Context: an optimization exercise on an open-source flow, tuned for small area, a short achievable clock period and few clock cycles per item. The choices shown serve that exercise and are no tape-out recipe. The RTL was checked by simulation tests, not by an equivalence proof against the original design. No activity file was given, so power comes from the tool's default toggle rates.

## earliest_free_server_dispatcher_unit
module earliest_free_server_dispatcher_unit #(
  parameter int unsigned NUM_SERVERS = efsd_pkg::NUM_SERVERS_DEF
) (
  input  logic                              clk_i,
  input  logic                              rst_ni,
  input  logic                              req_valid,
  output logic                              req_ready,
  input  logic [efsd_pkg::ARRIVAL_W-1:0]    req_arrival_time,
  input  logic [efsd_pkg::DUR_W-1:0]        req_service_duration,
  output logic                              rsp_valid,
  input  logic                              rsp_ready,
  output logic [efsd_pkg::SERVER_W-1:0]     rsp_assigned_server,
  output logic [efsd_pkg::WAIT_W-1:0]       rsp_wait_time,
  output logic [efsd_pkg::TOTAL_W-1:0]      rsp_total_wait,
  output logic [efsd_pkg::COUNT_W-1:0]      rsp_long_wait_count,
  output logic [efsd_pkg::COUNT_W-1:0]      rsp_requests_seen,
  input  logic                              psel,
  input  logic                              penable,
  input  logic                              pwrite,
  input  logic [efsd_pkg::APB_ADDR_W-1:0]   paddr,
  input  logic [efsd_pkg::APB_DATA_W-1:0]   pwdata,
  output logic [efsd_pkg::APB_DATA_W-1:0]   prdata,
  output logic                              pready
);
  localparam int unsigned NS     = NUM_SERVERS;
  localparam int unsigned BW     = efsd_pkg::BUSY_W;
  localparam int unsigned AW     = efsd_pkg::ARRIVAL_W;
  localparam int unsigned DW     = efsd_pkg::DUR_W;
  localparam int unsigned SW     = efsd_pkg::SERVER_W;
  localparam int unsigned WW     = efsd_pkg::WAIT_W;
  localparam int unsigned TW     = efsd_pkg::TOTAL_W;
  localparam int unsigned CW     = efsd_pkg::COUNT_W;
  function automatic logic [1:0] cmp_lg(input logic [BW-1:0] x, input logic [BW-1:0] y);
    logic [BW-1:0] l;
    logic [BW-1:0] g;
    l = ~x & y;
    g = x & ~y;
    for (int w = 1; w < BW; w = w * 2) begin
      for (int k = 0; k + w < BW; k = k + 2 * w) begin
        l[k] = l[k+w] | (!g[k+w] && l[k]);
        g[k] = g[k+w] | (!l[k+w] && g[k]);
      end
    end
    cmp_lg = {l[0], g[0]};
  endfunction
  localparam int unsigned KW = BW + 3;   
  function automatic logic carry_out(input logic [KW-2:0] a, input logic [KW-2:0] b);
    logic [KW-2:0] g;
    logic [KW-2:0] p;
  ...
Size: about 7600 cells after synthesis, about 270 I/O pins, roughly 74000 sq um of cells after synthesis.
==> flow/config.mk <==
export PLATFORM = sky130hd
export DESIGN_NAME = earliest_free_server_dispatcher_unit
export DESIGN_NICKNAME = earliest_free_server_dispatcher_unit
export VERILOG_FILES = /design/flow/design.v
export SDC_FILE = /design/flow/constraint.sdc
export NUM_CORES = 4
export LEC_CHECK = 0
export CAP_MARGIN = 20
export CORE_MARGIN = 2
export CORE_UTILIZATION = 30
export SETUP_SLACK_MARGIN = 4.6
export SLEW_MARGIN = 20
==> flow/constraint.sdc <==
create_clock -name core_clock -period 10.0 [get_ports {clk_i}]
set_input_delay 2.0000 -clock core_clock [delete_from_list [all_inputs] [get_ports {clk_i}]]
set_output_delay 2.0000 -clock core_clock [all_outputs]
set_load 0.01 [all_outputs]
run.sh (not shown) runs the stock make flow with config.mk's settings and CLKGATE_MAP_FILE= SYNTH_SCRIPT=/design/flow/synth_recipe.tcl, a recipe that flattens the netlist after the stock synthesis.
The first run completed with no timing, DRC or antenna violations.
Testbench counts at the start, summed over its fixed seeds: cycles 3,296, items 3,200.
Rerun with:
CELL_PAD_IN_SITES_DETAIL_PLACEMENT = 1   (was not set)
CELL_PAD_IN_SITES_GLOBAL_PLACEMENT = 2   (was not set)
CORE_UTILIZATION = 25   (was 30)
GPL_ROUTABILITY_DRIVEN = 1   (was not set)
PLACE_DENSITY = 0.45   (was not set)
SETUP_SLACK_MARGIN = 5   (was 4.6)
Result: The new run ran to the end with no violations; power climbs by 6.9%; area after synthesis stays the same; cell area climbs by 4.6%; synthesized cell count does not change; hold slack barely changes.
Rerun with:
CELL_PAD_IN_SITES_DETAIL_PLACEMENT = not set   (was 1)
CELL_PAD_IN_SITES_GLOBAL_PLACEMENT = not set   (was 2)
CORE_UTILIZATION = 30   (was 25)
GPL_ROUTABILITY_DRIVEN = not set   (was 1)
PLACE_DENSITY = not set   (was 0.45)
The new run finished clean.
Sequential power shrinks slightly.
Wire length came out lower by roughly a tenth.
Total power fell by a few percent.
Fmax goes up by a few percent.
Die area is lower by about a fifth.
Global-route usage is higher by 0.86 points.
Setup slack gains 0.34 ns.

==> static timing again, ports no longer ideal <==
The results above use ideal ports. As a check the final layouts listed here were re-extracted and re-timed, cells and wires unchanged. Step 1 assumes that a clkbuf_16 drives the clock port and a buf_2 every other input. Step 2 moves the port delays by t, midway between the first and last clock arrival at a register: inputs arrive t later, outputs are due t later. That takes back most of the time a late clock gives input paths. Slacks: ideal ports / drivers / drivers and shift; pairs: ideal ports / drivers.
| run | t, ns | setup slack, ns | worst data-port slew with drivers (ns) |
|---|---|---|---|
| the first run | 0.937 | 4.336 / 4.336 / 3.543 | 0.08 |
| the second run | 0.976 | 4.221 / 4.239 / 3.311 | 0.07 |
| the third run | 0.938 | 4.561 / 4.561 / 3.739 | 0.10 |
After both steps setup and hold are still met in every run listed. The setup slack of the second run, which loses most, moves by +0.018 ns with the drivers and by -0.910 ns with both steps.
